What follows belongs to an exercise in optimizing a design on an open flow for small area, a short achievable clock period and few clock cycles; a production flow would make more cautious choices. Only simulation tests tie the RTL to the original design; equivalence was not proved.

$ cat flow/config.mk
export PLATFORM = sky130hd
export DESIGN_NAME = polygon_rect_clipper
export DESIGN_NICKNAME = polygon_rect_clipper
export VERILOG_FILES = /design/flow/design.v
export SDC_FILE = /design/flow/constraint.sdc
export NUM_CORES = 4
export LEC_CHECK = 0
export CAP_MARGIN = 20
export CORE_MARGIN = 2
export CORE_UTILIZATION = 40
export SETUP_SLACK_MARGIN = 5
export SLEW_MARGIN = 20
$ cat flow/constraint.sdc
create_clock -name core_clock -period 13.0 [get_ports {clk}]
set_input_delay 2.6000 -clock core_clock [delete_from_list [all_inputs] [get_ports {clk}]]
set_output_delay 2.6000 -clock core_clock [all_outputs]
set_load 0.01 [all_outputs]
$ cat flow/design.v
`default_nettype none
package pcl_pkg;
  localparam int MAX_VERTS = 32;
  localparam int COORD_W   = 24;
  localparam logic [1:0] SIDE_LEFT   = 2'd0;
  localparam logic [1:0] SIDE_RIGHT  = 2'd1;
  localparam logic [1:0] SIDE_BOTTOM = 2'd2;
  localparam logic [1:0] SIDE_TOP    = 2'd3;
  localparam logic [1:0] CFG_LEFT   = 2'd0;
  localparam logic [1:0] CFG_BOTTOM = 2'd1;
  localparam logic [1:0] CFG_RIGHT  = 2'd2;
  localparam logic [1:0] CFG_TOP    = 2'd3;
  localparam logic signed [COORD_W-1:0] RST_LEFT   = 24'sd25600;
  localparam logic signed [COORD_W-1:0] RST_BOTTOM = 24'sd25600;
  localparam logic signed [COORD_W-1:0] RST_RIGHT  = 24'sd102400;
  localparam logic signed [COORD_W-1:0] RST_TOP    = 24'sd102400;
  localparam int DIV_K0 = 1;
  localparam int DIV_K  = 2;
  localparam int DIV_S  = 5;
endpackage
`default_nettype wire
`default_nettype none
module pcl_ks #(
  parameter int W = 24
) (
  input  wire logic [W-1:0] a,
  input  wire logic [W-1:0] b,
  input  wire logic         ci,
  output logic [W-1:0]      s,
  output logic              co
);
  localparam int L = $clog2(W);
  logic [W-1:0] g [0:L];
  logic [W-1:0] p [0:L];
  logic [W:0]   c;
  assign g[0] = a & b;
  assign p[0] = a ^ b;
  genvar l, i;
  generate
    for (l = 0; l < L; l++) begin : lv
      for (i = 0; i < W; i++) begin : bt
        if (i >= (1 << l)) begin : cmb
          assign g[l+1][i] = g[l][i] | (p[l][i] & g[l][i-(1<<l)]);
          assign p[l+1][i] = p[l][i] & p[l][i-(1<<l)];
        end else begin : pas
          assign g[l+1][i] = g[l][i];
          assign p[l+1][i] = p[l][i];
        end
      end
    end
  endgenerate
  assign c[0] = ci;
  assign c[W:1] = g[L] | (p[L] & {W{ci}});
  assign s  = p[0] ^ c[W-1:0];
  assign co = c[W];
endmodule
module pcl_mul (
  input  wire logic [23:0] a,
  input  wire logic [23:0] b,
  output logic [47:0]      s,
  output logic [47:0]      c
);
  logic [47:0] r0 [0:23];
  logic [47:0] r1 [0:15];
  logic [47:0] r2 [0:10];
  logic [47:0] r3 [0:7];
  logic [47:0] r4 [0:5];
  logic [47:0] r5 [0:3];
  logic [47:0] r6 [0:2];
  function automatic logic [47:0] fs(input logic [47:0] x, input logic [47:0] y,
                                     input logic [47:0] z);
    fs = x ^ y ^ z;
  endfunction
  function automatic logic [47:0] fc(input logic [47:0] x, input logic [47:0] y,
                                     input logic [47:0] z);
    fc = {((x & y) | (x & z) | (y & z)), 1'b0} ;
  endfunction
  always_comb begin
    for (int j = 0; j < 24; j++) r0[j] = b[j] ? ({24'd0, a} << j) : 48'd0;
    for (int k = 0; k < 8; k++) begin
      r1[2*k]   = fs(r0[3*k], r0[3*k+1], r0[3*k+2]);
      r1[2*k+1] = fc(r0[3*k], r0[3*k+1], r0[3*k+2]);
    end
    for (int k = 0; k < 5; k++) begin
      r2[2*k]   = fs(r1[3*k], r1[3*k+1], r1[3*k+2]);
      r2[2*k+1] = fc(r1[3*k], r1[3*k+1], r1[3*k+2]);
    end
    r2[10] = r1[15];
    for (int k = 0; k < 3; k++) begin
      r3[2*k]   = fs(r2[3*k], r2[3*k+1], r2[3*k+2]);
      r3[2*k+1] = fc(r2[3*k], r2[3*k+1], r2[3*k+2]);
    end
    r3[6] = r2[9];
    r3[7] = r2[10];
    for (int k = 0; k < 2; k++) begin
      r4[2*k]   = fs(r3[3*k], r3[3*k+1], r3[3*k+2]);
      r4[2*k+1] = fc(r3[3*k], r3[3*k+1], r3[3*k+2]);
    end
    r4[4] = r3[6];
    r4[5] = r3[7];
    for (int k = 0; k < 2; k++) begin
      r5[2*k]   = fs(r4[3*k], r4[3*k+1], r4[3*k+2]);
      r5[2*k+1] = fc(r4[3*k], r4[3*k+1], r4[3*k+2]);
    end
    r6[0] = fs(r5[0], r5[1], r5[2]);
    r6[1] = fc(r5[0], r5[1], r5[2]);
    r6[2] = r5[3];
    s = fs(r6[0], r6[1], r6[2]);
    c = fc(r6[0], r6[1], r6[2]);
  end
endmodule
module pcl_dstep (
  input  wire logic [23:0] r,
  input  wire logic [23:0] nq,
  input  wire logic [23:0] d,
  input  wire logic [25:0] d3,      
  output logic [23:0]      ro,
  output logic [23:0]      nqo
);
  logic [25:0] t, s1, s2, s3;
  logic        c1, c2, c3;
  assign t = {r, nq[23:22]};
  pcl_ks #(.W(26)) u_s1 (.a(t), .b(~{2'b00, d}),       .ci(1'b1), .s(s1), .co(c1));
  pcl_ks #(.W(26)) u_s2 (.a(t), .b(~{1'b0, d, 1'b0}),  .ci(1'b1), .s(s2), .co(c2));
  pcl_ks #(.W(26)) u_s3 (.a(t), .b(~d3),               .ci(1'b1), .s(s3), .co(c3));
  always_comb begin
    if (c3)      ro = s3[23:0];
    else if (c2) ro = s2[23:0];
    else if (c1) ro = s1[23:0];
    else         ro = t[23:0];
  end
  assign nqo = {nq[21:0], c3 | (c2 & ~c3) , c3 | (c1 & ~c2)};
endmodule
module pcl_div #(
  parameter int PW = 8
) (
  input  wire logic          clk,
  input  wire logic          rst,
  input  wire logic          kill,       
  input  wire logic          kill_sel,
  input  wire logic          in_v,
  input  wire logic [23:0]   in_a,
  input  wire logic [23:0]   in_b,
  input  wire logic [23:0]   in_d,
  input  wire logic [PW-1:0] in_pl,
  output logic               out_v,
  output logic [23:0]        out_q,
  output logic [PW-1:0]      out_pl
);
  localparam int K0 = pcl_pkg::DIV_K0;
  localparam int K  = pcl_pkg::DIV_K;
  localparam int S  = pcl_pkg::DIV_S;
  localparam int KL = 12 - K0 - K * S;
  logic          i_v;
  logic [23:0]   i_a, i_b, i_d;
  logic [PW-1:0] i_pl;
  always_ff @(posedge clk) begin
    i_a  <= in_a;
    i_b  <= in_b;
    i_d  <= in_d;
    i_pl <= in_pl;
  end
  logic          m1_v;
  logic [47:0]   m1_s, m1_c;
  logic [23:0]   m1_d;
  logic [25:0]   m1_d3;
  logic [25:0]   d3w;
  logic          d3co;
  logic [PW-1:0] m1_pl;
  logic [47:0]   ms, mc, n;
  pcl_mul u_mul (.a(i_a), .b(i_b), .s(ms), .c(mc));
  pcl_ks #(.W(26)) u_d3 (.a({2'b00, i_d}), .b({1'b0, i_d, 1'b0}), .ci(1'b0), .s(d3w), .co(d3co));
  always_ff @(posedge clk) begin
    m1_s  <= ms;
    m1_c  <= mc;
    m1_d  <= i_d;
    m1_d3 <= d3w;
    m1_pl <= i_pl;
  end
  logic          dv_v  [0:S];
  logic [23:0]   dv_r  [0:S];
  logic [23:0]   dv_nq [0:S];
  logic [23:0]   dv_d  [0:S];
  logic [25:0]   dv_d3 [0:S];
  logic [PW-1:0] dv_pl [0:S];
  logic          unused_co;
  logic [23:0]   r0 [0:K0];
  logic [23:0]   q0 [0:K0];
  pcl_ks #(.W(48)) u_add (.a(m1_s), .b(m1_c), .ci(1'b0), .s(n), .co(unused_co));
  assign r0[0] = n[47:24];
  assign q0[0] = n[23:0];
  genvar j, k;
  generate
    for (k = 0; k < K0; k++) begin : s0
      pcl_dstep u_step (.r(r0[k]), .nq(q0[k]), .d(m1_d), .d3(m1_d3), .ro(r0[k+1]), .nqo(q0[k+1]));
    end
  endgenerate
  always_ff @(posedge clk) begin
    dv_r[0]  <= r0[K0];
    dv_nq[0] <= q0[K0];
    dv_d[0]  <= m1_d;
    dv_d3[0] <= m1_d3;
    dv_pl[0] <= m1_pl;
  end
  generate
    for (j = 0; j < S; j++) begin : st
      logic [23:0] sr [0:K];
      logic [23:0] sq [0:K];
      assign sr[0] = dv_r[j];
      assign sq[0] = dv_nq[j];
      for (k = 0; k < K; k++) begin : sp
        pcl_dstep u_step (.r(sr[k]), .nq(sq[k]), .d(dv_d[j]), .d3(dv_d3[j]), .ro(sr[k+1]), .nqo(sq[k+1]));
      end
      always_ff @(posedge clk) begin
        dv_r[j+1]  <= sr[K];
        dv_nq[j+1] <= sq[K];
        dv_d[j+1]  <= dv_d[j];
        dv_d3[j+1] <= dv_d3[j];
        dv_pl[j+1] <= dv_pl[j];
      end
      always_ff @(posedge clk) begin
        if (rst) dv_v[j+1] <= 1'b0;
        else     dv_v[j+1] <= dv_v[j] && !(kill && dv_pl[j][0] == kill_sel);
      end
    end
  endgenerate
  logic [23:0] lr [0:KL];
  logic [23:0] lq [0:KL];
  assign lr[0] = dv_r[S];
  assign lq[0] = dv_nq[S];
  generate
    for (k = 0; k < KL; k++) begin : sl
      pcl_dstep u_step (.r(lr[k]), .nq(lq[k]), .d(dv_d[S]), .d3(dv_d3[S]), .ro(lr[k+1]), .nqo(lq[k+1]));
    end
  endgenerate
  always_ff @(posedge clk) begin
    if (rst) begin
      i_v     <= 1'b0;
      m1_v    <= 1'b0;
      dv_v[0] <= 1'b0;
    end else begin
      i_v     <= in_v;
      m1_v    <= i_v && !(kill && i_pl[0] == kill_sel);
      dv_v[0] <= m1_v && !(kill && m1_pl[0] == kill_sel);
    end
  end
  assign out_v  = dv_v[S] && !(kill && dv_pl[S][0] == kill_sel);
  assign out_q  = lq[KL];
  assign out_pl = dv_pl[S];
endmodule
`default_nettype wire
`default_nettype none
module polygon_rect_clipper (
  input  wire logic        clk,
  input  wire logic        rst,
  input  wire logic        cfg_we,
  input  wire logic [1:0]  cfg_index,
  input  wire logic [23:0] cfg_data,
  input  wire logic        in_valid,
  output logic             in_ready,
  input  wire logic signed [23:0] vertex_x,
  input  wire logic signed [23:0] vertex_y,
  input  wire logic        final_vertex,
  output logic             out_valid,
  input  wire logic        out_ready,
  output logic signed [23:0] out_x,
  output logic signed [23:0] out_y,
  output logic             out_last,
  output logic             out_empty,
  output logic             out_overflow
);
  logic signed [23:0] win_l, win_b, win_r, win_t;
  always_ff @(posedge clk) begin
    if (rst) begin
      win_l <= pcl_pkg::RST_LEFT;
      win_b <= pcl_pkg::RST_BOTTOM;
      win_r <= pcl_pkg::RST_RIGHT;
      win_t <= pcl_pkg::RST_TOP;
    end else if (cfg_we) begin
      case (cfg_index)
        pcl_pkg::CFG_LEFT:   win_l <= cfg_data;
        pcl_pkg::CFG_BOTTOM: win_b <= cfg_data;
        pcl_pkg::CFG_RIGHT:  win_r <= cfg_data;
        default:             win_t <= cfg_data;
      endcase
    end
  end
  function automatic logic [23:0] edge_of(input logic [1:0] s,
                                          input logic [23:0] l, input logic [23:0] r,
                                          input logic [23:0] b, input logic [23:0] t);
    case (s)
      2'd0:    edge_of = l;
      2'd1:    edge_of = r;
      2'd2:    edge_of = b;
      default: edge_of = t;
    endcase
  endfunction
  localparam logic [1:0] ST_LOAD  = 2'd0;   
  localparam logic [1:0] ST_START = 2'd1;   
  localparam logic [1:0] ST_READ  = 2'd2;   
  localparam logic [1:0] ST_HAND  = 2'd3;   
  localparam logic [1:0] K_PAIR  = 2'd0;
  localparam logic [1:0] K_LOAD  = 2'd1;
  localparam logic [1:0] K_CLOSE = 2'd2;
  localparam logic [3:0] LAT = 4'(pcl_pkg::DIV_S + 3);
  logic [1:0]  st;
  logic [1:0]  side;
  logic [23:0] ev;            
  logic        wr;            
  logic        ppar;          
  logic [3:1]  skip;          
  logic [3:1]  ai;            
  logic        redo;          
  logic        abort_r;       
  logic [4:0]  rptr;
  logic [5:0]  rleft;
  logic        first_rd;
  logic        iv;            
  logic [1:0]  iv_kind;
  logic [4:0]  caddr_r;       
  logic [47:0] rd;            
  logic [6:0]  cnt;           
  logic [5:0]  sig_val;
  logic        sig_found;
  logic [5:0]  p1cnt;         
  logic        ovf;
  logic        in_ready_r;
  logic        fin_pend;      
  logic [4:0]  wbase;         
  logic [47:0] prev, first;
  logic        pin;
  logic [4:0]  first_addr;
  logic [1:0][4:0] dstart, dsig, ds0, base;
  logic [1:0][5:0] dn, wc;
  logic [1:0][1:0] pren;      
  logic [1:0]      predone;
  logic [1:0][2:0] wtag;      
  logic [47:0] nf;
  logic [4:0]  nf_addr;
  logic        nf_v;
  logic        o_phys;
  logic [4:0]  o_ptr, o_start, o_end, o_sig;
  logic [5:0]  o_left;
  logic [3:0]  o_wait;        
  logic        o_str;         
  logic [5:0]  o_wc;
  logic [2:0]  o_tag;
  logic        o_emp, o_ovf;
  logic        out_busy;
  assign out_busy = (o_left != '0) || o_emp;
  logic [47:0] m00 [0:15];
  logic [47:0] m01 [0:15];
  logic [47:0] m10 [0:15];
  logic [47:0] m11 [0:15];
  logic [4:0]  raddr0, raddr1;
  logic [47:0] r0, r1;
  logic src;
  assign src = !wr;
  logic [4:0] l_start, l_sig, l_s0, l_end;
  logic [5:0] l_n;
  assign l_start = dstart[src];
  assign l_sig   = dsig[src];
  assign l_s0    = ds0[src];
  assign l_n     = dn[src];
  assign l_end   = l_start + l_n[4:0];
  function automatic logic [4:0] nxt(input logic [4:0] ad, input logic [4:0] st_,
                                     input logic [4:0] en_);
    nxt = (ad + 5'd1 == en_) ? st_ : ad + 5'd1;
  endfunction
  function automatic logic [2:0] next_side(input logic [1:0] s, input logic [3:1] sk);
    next_side = 3'd4;
    if (s < 2'd3 && !sk[3]) next_side = 3'd3;
    if (s < 2'd2 && !sk[2]) next_side = 3'd2;
    if (s < 2'd1 && !sk[1]) next_side = 3'd1;
  endfunction
  function automatic logic avail(input logic [4:0] ad, input logic [4:0] bs,
                                 input logic [5:0] w, input logic [1:0] pn,
                                 input logic pd);
    logic [4:0] off;
    off = ad - bs;
    if (pn != 2'd0 && {1'b0, off} >= 6'd32 - {4'd0, pn}) avail = pd;
    else avail = {1'b0, off} < w;
  endfunction
  logic avail_r, avail_s;
  assign avail_r = avail(rptr, base[src], wc[src], pren[src], predone[src]);
  assign avail_s = avail(l_s0, base[src], wc[src], pren[src], predone[src]);
  logic        op_v, op_load, op_close;
  logic [47:0] c;
  logic        cin;
  assign c        = rd;
  assign op_v     = iv && !(st == ST_READ && abort_r);
  assign op_load  = iv_kind == K_LOAD;
  assign op_close = iv_kind == K_CLOSE;
  logic [23:0] pa, pb, ca, cb;
  assign pa = prev[47:24];
  assign pb = prev[23:0];
  assign ca = c[47:24];
  assign cb = c[23:0];
  localparam logic [23:0] SB = 24'h800000;
  logic [23:0] sAf, sAr, sBf, sBr, sDf, sDr, sCm;
  logic        geA, geB, geD, gAr, gBr, gDr, geC, eqC;
  logic [23:0] mA, mB, mD;
  logic        sgn;
  pcl_ks #(.W(24)) u_af (.a(ev ^ SB), .b(~(pa ^ SB)), .ci(1'b1), .s(sAf), .co(geA));
  pcl_ks #(.W(24)) u_ar (.a(pa ^ SB), .b(~(ev ^ SB)), .ci(1'b1), .s(sAr), .co(gAr));
  pcl_ks #(.W(24)) u_bf (.a(cb ^ SB), .b(~(pb ^ SB)), .ci(1'b1), .s(sBf), .co(geB));
  pcl_ks #(.W(24)) u_br (.a(pb ^ SB), .b(~(cb ^ SB)), .ci(1'b1), .s(sBr), .co(gBr));
  pcl_ks #(.W(24)) u_df (.a(ca ^ SB), .b(~(pa ^ SB)), .ci(1'b1), .s(sDf), .co(geD));
  pcl_ks #(.W(24)) u_dr (.a(pa ^ SB), .b(~(ca ^ SB)), .ci(1'b1), .s(sDr), .co(gDr));
  pcl_ks #(.W(24)) u_cm (.a(ca ^ SB), .b(~(ev ^ SB)), .ci(1'b1), .s(sCm), .co(geC));
  assign eqC = (ca == ev);
  assign cin = side[0] ? (!geC || eqC) : geC;
  assign mA  = geA ? sAf : sAr;
  assign mB  = geB ? sBf : sBr;
  assign mD  = geD ? sDf : sDr;
  assign sgn = !geA ^ !geB ^ !geD;
  logic [23:0] sR, sBo, sT;
  logic        inR, inB, inT;
  pcl_ks #(.W(24)) u_ir (.a(win_r ^ SB), .b(~(c[47:24] ^ SB)), .ci(1'b1), .s(sR), .co(inR));
  pcl_ks #(.W(24)) u_ib (.a(c[23:0] ^ SB), .b(~(win_b ^ SB)), .ci(1'b1), .s(sBo), .co(inB));
  pcl_ks #(.W(24)) u_it (.a(win_t ^ SB), .b(~(c[23:0] ^ SB)), .ci(1'b1), .s(sT), .co(inT));
  logic       hasX, hasC, pair;
  logic [1:0] g;
  logic [6:0] cnt_g;
  logic       ovf_fast, issue;
  logic [4:0] wa;
  logic       en0, en1, pre;
  assign pair  = op_v && !op_load;
  assign hasX  = pin ^ cin;
  assign hasC  = cin;
  assign g     = {1'b0, hasX} + {1'b0, hasC};
  assign cnt_g = cnt + {5'd0, g};
  assign ovf_fast = pair && (st == ST_READ) && !redo &&
                    ((cnt == 7'd31 && hasX && hasC) || (cnt == 7'd32 && (hasX || hasC)));
  assign issue = pair && !ovf_fast && (g != 2'd0);
  assign pre   = (st == ST_LOAD) && op_close;   
  always_comb begin
    if (pre) begin
      wa  = 5'(6'd32 - {4'd0, g});
      en0 = 1'b1;
      en1 = 1'b1;
    end else begin
      wa  = wbase + cnt[4:0];
      en0 = cnt < 7'd32;
      en1 = cnt < 7'd31;
    end
  end
  logic [2:0] nsx;
  logic       swp;
  assign nsx = next_side(side, skip);
  assign swp = (st != ST_LOAD) && (side[1] ^ (nsx != 3'd4 && nsx[1]));
  localparam int PW = 48 + 1 + 24 + 1 + 1 + 1 + 5 + 1 + 1 + 1 + 1 + 2 + 1;
  logic [PW-1:0] pl_in, pl_out;
  logic          x_v;
  logic [23:0]   x_q;
  assign pl_in = {c, sgn, pb, pre, en1, en0, wa, hasC, hasX, swp, ppar, side, wr};
  pcl_div #(.PW(PW)) u_div (
    .clk(clk), .rst(rst), .kill(abort_r), .kill_sel(wr),
    .in_v(issue), .in_a(mA), .in_b(mB), .in_d(mD), .in_pl(pl_in),
    .out_v(x_v), .out_q(x_q), .out_pl(pl_out));
  logic [47:0] w_c;
  logic        w_sgn, w_pre, w_en1, w_en0, w_hasC, w_hasX, w_swp, w_ppar, w_dst, w_co;
  logic [23:0] w_base, w_res, w_e;
  logic [4:0]  w_wa, w_wa1;
  logic [1:0]  w_side;
  logic [47:0] w_x, w_e0, w_e1;
  logic        w_two;
  logic        w0_we, w1_we;        
  logic [3:0]  w0_row, w1_row;
  logic [47:0] w0_d, w1_d;
  logic [1:0]  w_nstream;
  assign {w_c, w_sgn, w_base, w_pre, w_en1, w_en0, w_wa, w_hasC, w_hasX, w_swp, w_ppar,
          w_side, w_dst} = pl_out;
  assign w_e = edge_of(w_side, win_l, win_r, win_b, win_t);
  pcl_ks #(.W(24)) u_res (.a(w_base), .b(x_q ^ {24{w_sgn}}), .ci(w_sgn), .s(w_res), .co(w_co));
  assign w_x   = {w_e, w_res};
  assign w_e0  = w_swp ? (w_hasX ? {w_x[23:0], w_x[47:24]} : {w_c[23:0], w_c[47:24]})
                       : (w_hasX ? w_x : w_c);
  assign w_e1  = w_swp ? {w_c[23:0], w_c[47:24]} : w_c;
  assign w_two = w_hasX && w_hasC;
  assign w_wa1 = w_wa + 5'd1;
  always_comb begin
    w0_we = 1'b0;
    w1_we = 1'b0;
    w0_row = w_wa[4:1];
    w1_row = w_wa[4:1];
    w0_d = w_e0;
    w1_d = w_e0;
    if (x_v) begin
      if (!w_wa[0]) begin
        w0_we = w_en0;
        w0_row = w_wa[4:1];
        w0_d = w_e0;
        w1_we = w_two && w_en1;
        w1_row = w_wa1[4:1];
        w1_d = w_e1;
      end else begin
        w1_we = w_en0;
        w1_row = w_wa[4:1];
        w1_d = w_e0;
        w0_we = w_two && w_en1;
        w0_row = w_wa1[4:1];
        w0_d = w_e1;
      end
    end
    w_nstream = w_pre ? 2'd0 : ({1'b0, w_en0} + {1'b0, w_two && w_en1});
  end
  always_ff @(posedge clk) begin
    if (w0_we && !w_dst) m00[w0_row] <= w0_d;
    if (w1_we && !w_dst) m01[w1_row] <= w1_d;
    if (w0_we &&  w_dst) m10[w0_row] <= w0_d;
    if (w1_we &&  w_dst) m11[w1_row] <= w1_d;
  end
  logic [1:0][1:0] winc;
  always_comb begin
    for (int i = 0; i < 2; i++)
      winc[i] = (x_v && w_dst == i[0] && {w_ppar, w_side} == wtag[i]) ? w_nstream : 2'd0;
  end
  logic [2:0] wtag_src;
  assign wtag_src = wtag[src];
  logic o_avail;
  assign o_avail = o_str ? ({1'b0, 5'(o_ptr - o_start)} < o_wc) : (o_wait == '0);
  logic        byp0, byp1, byp, byp_ok;
  logic [47:0] byp_d;
  logic [4:0]  byp_off;
  assign byp_off = rptr - base[src];
  assign byp_ok  = pren[src] == 2'd0 || {1'b0, byp_off} < 6'd32 - {4'd0, pren[src]} || w_pre;
  assign byp0  = w0_we && (w_dst == src) && ({w0_row, 1'b0} == rptr) && byp_ok;
  assign byp1  = w1_we && (w_dst == src) && ({w1_row, 1'b1} == rptr) && byp_ok;
  assign byp   = (st == ST_READ) && (byp0 || byp1);
  assign byp_d = byp0 ? w0_d : w1_d;
  logic [6:0] t_tot;       
  logic [5:0] sig_now;     
  logic [5:0] n_out;
  logic [4:0] sig_fin;
  logic       sig_hit;
  assign t_tot   = cnt_g;
  assign sig_hit = pair && (caddr_r == l_sig) && !sig_found;
  assign sig_now = sig_hit ? cnt[5:0] : sig_val;
  assign n_out   = (t_tot > 7'd32) ? 6'd32 : t_tot[5:0];
  assign sig_fin = (redo || sig_now >= {1'b0, t_tot[5:0]}) ? 5'd0 : sig_now[4:0];
  logic pass_done;      
  assign pass_done = (st == ST_READ) && op_v && op_close && !ovf_fast;
  logic [4:0] o_limit, o_rel_ptr, o_rel_sig;
  logic [6:0] w_room;
  assign o_rel_ptr = o_ptr - o_start;
  assign o_rel_sig = o_sig - o_start;
  assign o_limit   = (o_sig != o_start && o_rel_ptr >= o_rel_sig) ? o_start : o_ptr;
  assign w_room    = (o_left == '0 || wr != o_phys) ? 7'd64 : {2'd0, 5'(o_limit - wbase)};
  logic [6:0] w_room_st;
  assign w_room_st = (o_left == '0 || wr != o_phys) ? 7'd64 : {2'd0, 5'(o_limit - o_end)};
  logic [4:0] l_prevsig;
  assign l_prevsig = (l_sig == l_start) ? l_end - 5'd1 : l_sig - 5'd1;
  logic [47:0] close_c;
  logic [4:0]  close_a;
  assign close_c = (iv && op_load) ? rd : first;
  assign close_a = (iv && op_load) ? caddr_r : first_addr;
  logic close_sched;
  assign close_sched = (st == ST_READ) && iv && !op_close && rleft == '0 && !abort_r;
  logic       pf_go, close_cyc;
  logic [4:0] pf_addr, a2;
  assign close_cyc = iv && iv_kind == K_CLOSE;
  assign pf_addr   = (side == 2'd0) ? 5'd0 : wbase;
  assign pf_go     = !nf_v && (st == ST_LOAD || st == ST_READ) && !close_cyc && !abort_r &&
                     wc[wr] != '0 && !(wr == o_phys && o_left != '0);
  assign a2 = (side == 2'd0) ? 5'd1 : wbase + 5'd1;
  always_comb begin
    raddr0 = (st == ST_START) ? l_s0 : rptr;
    raddr1 = (st == ST_START) ? l_s0 : rptr;
    if (wr == 1'b0) raddr0 = pf_go ? pf_addr : a2;
    else            raddr1 = pf_go ? pf_addr : a2;
    if (o_left != '0 && o_phys == 1'b0) raddr0 = o_ptr;
    if (o_left != '0 && o_phys == 1'b1) raddr1 = o_ptr;
  end
  assign r0 = raddr0[0] ? m01[raddr0[4:1]] : m00[raddr0[4:1]];
  assign r1 = raddr1[0] ? m11[raddr1[4:1]] : m10[raddr1[4:1]];
  logic [47:0] r_src, r_dst, r_out;
  assign r_src = src ? r1 : r0;
  assign r_dst = wr ? r1 : r0;
  assign r_out = o_phys ? r1 : r0;
  logic [2:0]  nsn;
  logic [1:0]  nside;
  logic [23:0] ev_n, sNf;
  logic        geN, eqN, nf_in;
  logic [3:1]  sk_new;
  assign sk_new = {ai[3], ai[2], ai[1] && ai[2] && ai[3]};
  assign nsn    = next_side(side, (st == ST_LOAD) ? sk_new : skip);
  assign nside  = nsn[1:0];
  assign ev_n   = edge_of(nside, win_l, win_r, win_b, win_t);
  pcl_ks #(.W(24)) u_nf (.a(nf[47:24] ^ SB), .b(~(ev_n ^ SB)), .ci(1'b1), .s(sNf), .co(geN));
  assign eqN    = (nf[47:24] == ev_n);
  assign nf_in  = nside[0] ? (!geN || eqN) : geN;
  always_ff @(posedge clk) begin
    if (close_cyc) begin
      rd      <= r_dst;
      caddr_r <= a2;
    end else if (st == ST_LOAD) begin
      rd      <= fin_pend ? close_c : {vertex_x, vertex_y};
      caddr_r <= close_a;
    end else begin
      rd      <= close_sched ? close_c : (byp ? byp_d : r_src);
      caddr_r <= close_sched ? close_a : ((st == ST_START) ? l_s0 : rptr);
    end
  end
  logic       p1_close, trans, go, avail2, last;
  logic [5:0] n_nx;
  logic [4:0] a3, wbase_nx;
  logic [1:0] side_nx;
  assign p1_close = (st == ST_LOAD) && op_v && op_close;
  assign trans    = p1_close || pass_done;
  assign last     = nsn == 3'd4;
  assign n_nx     = (side == 2'd0) ? ((t_tot > 7'd32) ? 6'd32 : t_tot[5:0]) : n_out;
  assign avail2   = wc[wr] >= 6'd2;
  assign go       = trans && !last && nf_v && avail2 && !(wr == o_phys && o_left != '0);
  assign a3       = (side == 2'd0) ? ((cnt == 7'd2) ? 5'(6'd32 - {4'd0, g}) : 5'd2) : wbase + 5'd2;
  assign wbase_nx = (o_left != '0 && wr == o_phys) ? o_end : 5'd0;
  logic start_ok;
  assign start_ok = !(src == o_phys && o_left != '0);
  always_comb begin
    side_nx = side;
    if (trans && !last) side_nx = nside;
    if (trans && last && !out_busy) side_nx = 2'd0;
    if (st == ST_HAND && !out_busy) side_nx = 2'd0;
  end
  always_ff @(posedge clk) begin
    ev <= edge_of(side_nx, win_l, win_r, win_b, win_t);
  end
  logic [4:0] fin_start, fin_sig, fin_s0;
  logic [5:0] fin_n;
  always_comb begin
    if (st == ST_LOAD) begin
      fin_start = 5'(6'd32 - {4'd0, g});
      fin_sig   = 5'(6'd32 - {4'd0, g});
      fin_n     = (t_tot > 7'd32) ? 6'd32 : t_tot[5:0];
      fin_s0    = (cnt != '0) ? 5'd0 : 5'(6'd32 - {4'd0, g});
    end else begin
      fin_start = wbase;
      fin_sig   = wbase + sig_fin;
      fin_n     = n_out;
      fin_s0    = wbase;
    end
  end
  always_ff @(posedge clk) begin
    if (rst) begin
      st         <= ST_LOAD;
      side       <= 2'd0;
      wr         <= 1'b0;
      ppar       <= 1'b0;
      skip       <= '0;
      ai         <= '1;
      nf_v       <= 1'b0;
      redo       <= 1'b0;
      abort_r    <= 1'b0;
      rleft      <= '0;
      first_rd   <= 1'b0;
      iv         <= 1'b0;
      cnt        <= '0;
      sig_found  <= 1'b0;
      p1cnt      <= '0;
      ovf        <= 1'b0;
      in_ready_r <= 1'b1;
      fin_pend   <= 1'b0;
      wbase      <= 5'd0;
      wc         <= '0;
      base       <= '0;
      pren       <= '0;
      predone    <= '0;
      wtag       <= '0;
      dn         <= '0;
      o_phys     <= 1'b1;
      o_left     <= '0;
      o_wait     <= '0;
      o_str      <= 1'b0;
      o_wc       <= '0;
      o_tag      <= '0;
      o_emp      <= 1'b0;
      out_valid  <= 1'b0;
    end else begin
      abort_r  <= ovf_fast;
      iv       <= 1'b0;
      fin_pend <= 1'b0;
      side     <= side_nx;
      if (o_wait != '0) o_wait <= o_wait - 4'd1;
      if (pf_go) begin
        nf      <= r_dst;
        nf_addr <= pf_addr;
        nf_v    <= 1'b1;
      end
      if (trans || abort_r) nf_v <= 1'b0;
      for (int i = 0; i < 2; i++) begin
        wc[i] <= wc[i] + {4'd0, winc[i]};
        if (x_v && w_dst == i[0] && {w_ppar, w_side} == wtag[i] && w_pre) predone[i] <= 1'b1;
      end
      if (x_v && w_dst == o_phys && {w_ppar, w_side} == o_tag)
        o_wc <= o_wc + {4'd0, w_nstream};
      if (op_v) begin
        prev <= c;
        pin  <= cin;
        if (op_load) begin
          first      <= c;
          first_addr <= caddr_r;
        end
      end
      if (close_cyc && nf_v) begin
        prev       <= nf;
        first      <= nf;
        first_addr <= nf_addr;
        pin        <= nf_in;
      end
      if (pair && !ovf_fast) begin
        cnt <= cnt_g;
        if (sig_hit) begin
          sig_val   <= cnt[5:0];
          sig_found <= 1'b1;
        end
      end
      if (trans) begin
        dstart[wr] <= fin_start;
        dsig[wr]   <= fin_sig;
        dn[wr]     <= fin_n;
        ds0[wr]    <= fin_s0;
        if (st == ST_LOAD) pren[wr] <= g;
      end
      case (st)
        ST_LOAD: begin
          if (in_valid && in_ready_r) begin
            iv       <= p1cnt < 6'd32;
            iv_kind  <= (p1cnt == 6'd0) ? K_LOAD : K_PAIR;
            fin_pend <= final_vertex;
            if (p1cnt < 6'd32) p1cnt <= p1cnt + 6'd1;
            else ovf <= 1'b1;
            if (final_vertex) in_ready_r <= 1'b0;
          end
          if (fin_pend) begin
            iv      <= 1'b1;
            iv_kind <= K_CLOSE;
          end
          if (op_v && !op_close) ai <= ai & {inT, inB, inR};
          if (p1_close) begin
            skip <= sk_new;
            st   <= last ? ST_HAND : ST_START;
            wr   <= !wr;
          end
        end
        ST_START: begin
          if (start_ok) begin
            first_rd  <= 1'b1;
            rptr      <= l_s0;
            rleft     <= l_n;
            cnt       <= '0;
            sig_found <= 1'b0;
            redo      <= 1'b0;
            wc[wr]      <= '0;
            pren[wr]    <= '0;
            predone[wr] <= 1'b0;
            wtag[wr]    <= {ppar, side};
            base[wr]    <= wbase_nx;
            wbase       <= wbase_nx;
            if (l_n == '0) begin
              st <= ST_HAND;
            end else begin
              st <= ST_READ;
              if (avail_s && (l_n != 6'd1 || w_room_st >= 7'd6)) begin
                rptr     <= nxt(l_s0, l_start, l_end);
                rleft    <= l_n - 6'd1;
                iv       <= 1'b1;
                iv_kind  <= K_LOAD;
                first_rd <= 1'b0;
              end
            end
          end
        end
        ST_READ: begin
          if (abort_r) begin
            rptr      <= l_prevsig;
            rleft     <= l_n;
            first_rd  <= 1'b1;
            cnt       <= '0;
            sig_found <= 1'b0;
            redo      <= 1'b1;
            wc[wr]    <= '0;
          end
          if (pass_done) begin
            st <= last ? ST_HAND : ST_START;
            wr <= !wr;
          end
          if (close_sched) begin
            iv      <= 1'b1;
            iv_kind <= K_CLOSE;
          end
          if (!abort_r && rleft != '0 && (avail_r || byp) &&
              cnt + ((rleft == 6'd1) ? 7'd6 : 7'd4) <= w_room) begin
            rptr     <= nxt(rptr, l_start, l_end);
            rleft    <= rleft - 6'd1;
            iv       <= 1'b1;
            iv_kind  <= first_rd ? K_LOAD : K_PAIR;
            first_rd <= 1'b0;
          end
        end
        default: begin
          if (!out_busy) begin
            o_phys  <= src;
            o_ovf   <= ovf;
            o_start <= l_start;
            o_end   <= l_end;
            o_sig   <= l_sig;
            o_ptr   <= l_sig;
            o_left  <= l_n;
            o_wait  <= LAT;
            o_str   <= wtag_src[1:0] != 2'd0;
            o_tag   <= wtag[src];
            o_wc    <= wc[src] + {4'd0, winc[src]};
            if (l_n == '0) o_emp <= 1'b1;
            st          <= ST_LOAD;
            cnt         <= '0;
            p1cnt       <= '0;
            ovf         <= 1'b0;
            ai          <= '1;
            in_ready_r  <= 1'b1;
            ppar        <= !ppar;
            wc[wr]      <= '0;
            base[wr]    <= 5'd0;
            pren[wr]    <= '0;
            predone[wr] <= 1'b0;
            wtag[wr]    <= {!ppar, 2'd0};
            wbase       <= 5'd0;
          end
        end
      endcase
      if (go) begin
        st        <= ST_READ;
        cnt       <= '0;
        sig_found <= 1'b0;
        redo      <= 1'b0;
        first_rd  <= 1'b0;
        wc[!wr]      <= '0;
        pren[!wr]    <= '0;
        predone[!wr] <= 1'b0;
        wtag[!wr]    <= {ppar, nside};
        base[!wr]    <= (o_left != '0 && !wr == o_phys) ? o_end : 5'd0;
        wbase        <= (o_left != '0 && !wr == o_phys) ? o_end : 5'd0;
        iv      <= 1'b1;
        iv_kind <= K_PAIR;
        rptr    <= a3;
        rleft   <= n_nx - 6'd2;
      end
      if (trans && last && !out_busy) begin
        o_phys      <= wr;
        o_ovf       <= ovf;
        o_start     <= fin_start;
        o_end       <= fin_start + fin_n[4:0];
        o_sig       <= fin_sig;
        o_ptr       <= fin_sig;
        o_left      <= fin_n;
        o_wait      <= LAT;
        o_str       <= st != ST_LOAD;
        o_tag       <= wtag[wr];
        o_wc        <= wc[wr] + {4'd0, winc[wr]};
        if (fin_n == '0) o_emp <= 1'b1;
        st          <= ST_LOAD;
        cnt         <= '0;
        p1cnt       <= '0;
        ovf         <= 1'b0;
        ai          <= '1;
        in_ready_r  <= 1'b1;
        ppar        <= !ppar;
        wc[!wr]      <= '0;
        base[!wr]    <= 5'd0;
        pren[!wr]    <= '0;
        predone[!wr] <= 1'b0;
        wtag[!wr]    <= {!ppar, 2'd0};
        wbase        <= 5'd0;
      end
      if (o_emp && (!out_valid || out_ready)) begin
        out_x        <= '0;
        out_y        <= '0;
        out_last     <= 1'b1;
        out_empty    <= 1'b1;
        out_overflow <= o_ovf;
        out_valid    <= 1'b1;
        o_emp        <= 1'b0;
      end else if (o_left != '0 && o_avail && (!out_valid || out_ready)) begin
        out_x        <= r_out[47:24];
        out_y        <= r_out[23:0];
        out_last     <= o_left == 6'd1;
        out_empty    <= 1'b0;
        out_overflow <= o_ovf;
        out_valid    <= 1'b1;
        o_ptr        <= nxt(o_ptr, o_start, o_end);
        o_left       <= o_left - 6'd1;
      end else if (out_ready) begin
        out_valid <= 1'b0;
      end
    end
  end
  assign in_ready = in_ready_r;
endmodule
`default_nettype wire
$ cat flow/flow/run.sh
#!/bin/bash
set -euo pipefail
sed -e 's/SETUP_SLACK_MARGIN=[0-9.]*/SETUP_SLACK_MARGIN=7/' standard.sh > standard_m7.sh
bash standard_m7.sh > standard.log 2>&1
$ cat flow/standard.sh
#!/bin/bash
# synth_recipe.tcl (not shown) runs the flow's synth.tcl, then flattens the netlist and writes it again
# the make line also repeats each setting of config.mk as NAME=value (left out here)
make -C /OpenROAD-flow-scripts/flow DESIGN_CONFIG=/design/flow/config.mk WORK_HOME=/design/flow/orfs CLKGATE_MAP_FILE= SYNTH_SCRIPT=/design/flow/synth_recipe.tcl "${@:-finish}"
==> results_dict.tcl <==
set metrics [dict create \
    ys.flop_type "edfxtp_1" \
    cts_buffers 551 \
    syn_nets 22900 \
    synth_seq_cells 5132 \
    die_x_um 801 \
    synth_edf_count 3342 \
    die_y_um 801 \
    grt_pass1_vias 176000 \
    worstPathArrival_ns 7.46 \
    fin_util 0.478 \
    skew_ns 0.101 \
    setup_viol 0 \
    cts.clk_slew.worst_paths_ns 0.06 \
    io_buffers 132 \
    hold_buffers 0 \
    synthCells 20800 \
    drcViolationCount 0 \
    violations "max-capacitance violations, max-slew violations" \
    yosysSeqAreaShare 0.536 \
    hold_class "reg2reg" \
    grt_max_degree 135 \
    slew_headroom -0.363 \
    gp_congestion 0.956 \
    rsz0062_at_grt "yes" \
    grt_pass1_wl_um 1340000 \
    dieArea_sq_um 641000 \
    drtPass1Iterations 9 \
    dr_total_vias 186000 \
    std_cell_rows 292 \
    nNetsFinal 23900 \
    timing.fmax_mhz 154 \
    drt_iter0_markers 23800 \
    status "failed layout checks" \
    clockBufferDepth 4 \
    worst_pin_slew_ns 1.99 \
    start_util 0.401 \
    wl_um 982000 \
    final_cells 30800 \
    cts_sinks 5132 \
    slowest_delay_ns 0.39 \
    required_ns 13.94 \
    synth_warnings 60 \
    crit_path_frequent_cell "buf_6" \
    insertion_delay_ns 1.14 \
    io_pins 133 \
    syn_avg_cell_area_sq_um 12.2 \
    track_usage 0.291 \
    tns_ns 0 \
    fin_ws_ns 6.49 \
    antenna_left 0 \
    fin_crit_ns 6.51 \
    antenna_found_initial 107 \
    via_per_inst 6.02 \
    cts-root-buf "clkbuf_16" \
    criticalPathCategory "reg2reg" \
    place_ws_ns 4.80 \
    cts_tree "built" \
    dp_hpwl_um 654000 \
    dp.cells 28900 \
    fin_crit_sh 0.501 \
    gr-total-overflow 0 \
    hold_viol 0 \
    cp-start-kind "flip-flop" \
    areaGrowthSynthToFinish_pct 19.0 \
    synth_cell_types 109 \
    drv_slew 5 \
    worstPathMaxFanout 10 \
    maxCapViolCount 1 \
    synthArstFlopShare 0 \
    core_area_sq_um 632000 \
    drive_gt1_frac 0.190 \
    synth_area_sq_um 254000 \
    cp_slowest_cell "a211o_1" \
    endpoint_kind "flip-flop" \
    htree_levels 6 \
    wl_per_cell_um 31.9 \
]
[what timing repair did]
item / CTS / global route
setup endpoints to repair: 2569 / 1534
gates cloned: 67 / 30
buffers inserted: 438 / 187
pin swaps: 443 / 325
resized for setup: 1194 / 581
[cell usage after synthesis, types with 157 or more instances]
library cell	instances	area, sq um
a211oi_1	220	1650
a21o_1	396	2970
a21oi_1	1293	6470
a22oi_1	157	1180
and2_1	534	3340
buf_2	176	881
clkbuf_1	592	2220
dfxtp_1	1790	35800
edfxtp_1	3342	100000
fa_1	512	10200
ha_1	1463	18300
inv_1	1258	4720
mux2_2	163	1840
mux2i_1	576	5770
mux4_2	581	13100
nand2_1	1710	6420
nand3_1	544	2720
nor2_1	1090	4090
nor3_1	257	1290
o211ai_1	218	1640
o21a_1	216	1620
o21ai_0	725	3630
xnor2_1	516	4520
xor2_1	379	3320
[worst max-delay path, delay by kind of cell, from the launching register on]
family / cells / cell delay, ns
AO/OA/AOI/OAI: 18 / 3.37
adder cells (fa/ha/maj): 2 / 0.62
buffers and inverters: 9 / 1.46
flip-flops: 1 / 0.38
AND/OR/NAND/NOR: 2 / 0.52
[per-stage QoR]
step	cell area [sq um]	hold slack [ns]
2_1_floorplan	255000	0.310
5_1_grt	302000	0.295
6_report	302000	0.283
4_1_cts	297000	0.293
3_3_place_gp	268000	0.310
3_5_place_dp	268000	0.312
[cell families after synthesis]
group           share of synthesized area
flops                               0.536
simple gates                       0.0927
compound gates                      0.112
buf+inv                            0.0342
fa+ha+maj                           0.113
mux                                0.0815
xor+xnor                           0.0309
[registers in the layout (all words and copies together), names as in the netlist, 25 cells and up, named ones only]
register	count
m01	768
u_div.m1_d3	25
u_div.i_pl	88
prev	48
u_div.dv_d	144
m10	768
u_div.dv_r	144
rd	48
u_div.dv_d3	150
u_div.dv_nq	144
nf	48
m11	768
u_div.m1_pl	88
u_div.dv_pl	528
first	48
m00	768
u_div.m1_c	40
u_div.m1_s	48
[placed cells by master (no fill, tap or decap), types with 203 or more instances in the layout]
master / count
o21a_1: 203
a21o_1: 388
nor2_1: 966
and2_1: 529
o21ai_0: 533
mux4_2: 582
o211ai_1: 218
ha_1: 1339
dfxtp_1: 1687
inv_1: 1186
mux2i_1: 485
a21oi_1: 1160
fa_1: 506
nand3_1: 529
nor3_1: 225
edfxtp_1: 3342
xor2_1: 369
nand2_1: 1662
buf_4: 913
clkbuf_16: 580
xnor2_1: 502
[metal layers]
layer | vias up | global-route usage | wire (um)
met1 | 92900 | 0.371 | 361000
met4 | 30 | 0.173 | 73900
li1 | 78900 | - | -
met2 | 11200 | 0.448 | 431000
met5 | - | 0 | 202
met3 | 2562 | 0.0758 | 116000
[final timing paths]
kind	startpoint	to	slack, ns	cells past startpoint
setup / recovery	u_div.dv_d[1][5]$_DFF_P_	u_div.dv_r[2][9]$_DFF_P_	6.49	31
hold / removal	u_div.i_pl[29]$_DFF_P_	u_div.m1_pl[29]$_DFF_P_	0.28	0
setup reg to reg	u_div.dv_d[1][5]$_DFF_P_	u_div.dv_r[2][9]$_DFF_P_	6.49	31
hold reg to reg	u_div.i_pl[29]$_DFF_P_	u_div.m1_pl[29]$_DFF_P_	0.28	0
[cell type report]
type | instances | area (sq um)
fill | 55600 | 330000
sequential | 5132 | 136000
multi-input combinational | 13600 | 118000
clock buffer | 694 | 14900
timing repair buffer | 1340 | 13200
tap | 8379 | 10500
inverter | 1263 | 4850
clock inverter | 310 | 3660
antenna | 121 | 303
timing repair inverter | 5 | 46.3
Testbench counts, summed over its fixed seeds: cycles 46,249.

## what the ideal ports hide
Ports are ideal in the flow. The routed layout listed here was re-timed in OpenROAD. Step 1 assumes that a clkbuf_16 drives the clock port and a buf_2 every other input. Step 2 times the ports against the registers' clock, not the clock port: input delays grow and output delays shrink by t, the midpoint of the rising clock arrivals with the driver on. a / b / c = no drivers / after step 1 / after step 2; a / b = the first two.
shift t [ns]: 1.232
slack for setup (ns): 6.486 / 6.486 / 6.486
worst hold slack (ns): 0.283 / 0.283 / 0.283
worst setup path after step 2: register to register
clock arrival spread, ns: 0.106 / 0.105
The setup slack of this run moves by 0.000 ns with the drivers and by 0.000 ns with both steps.
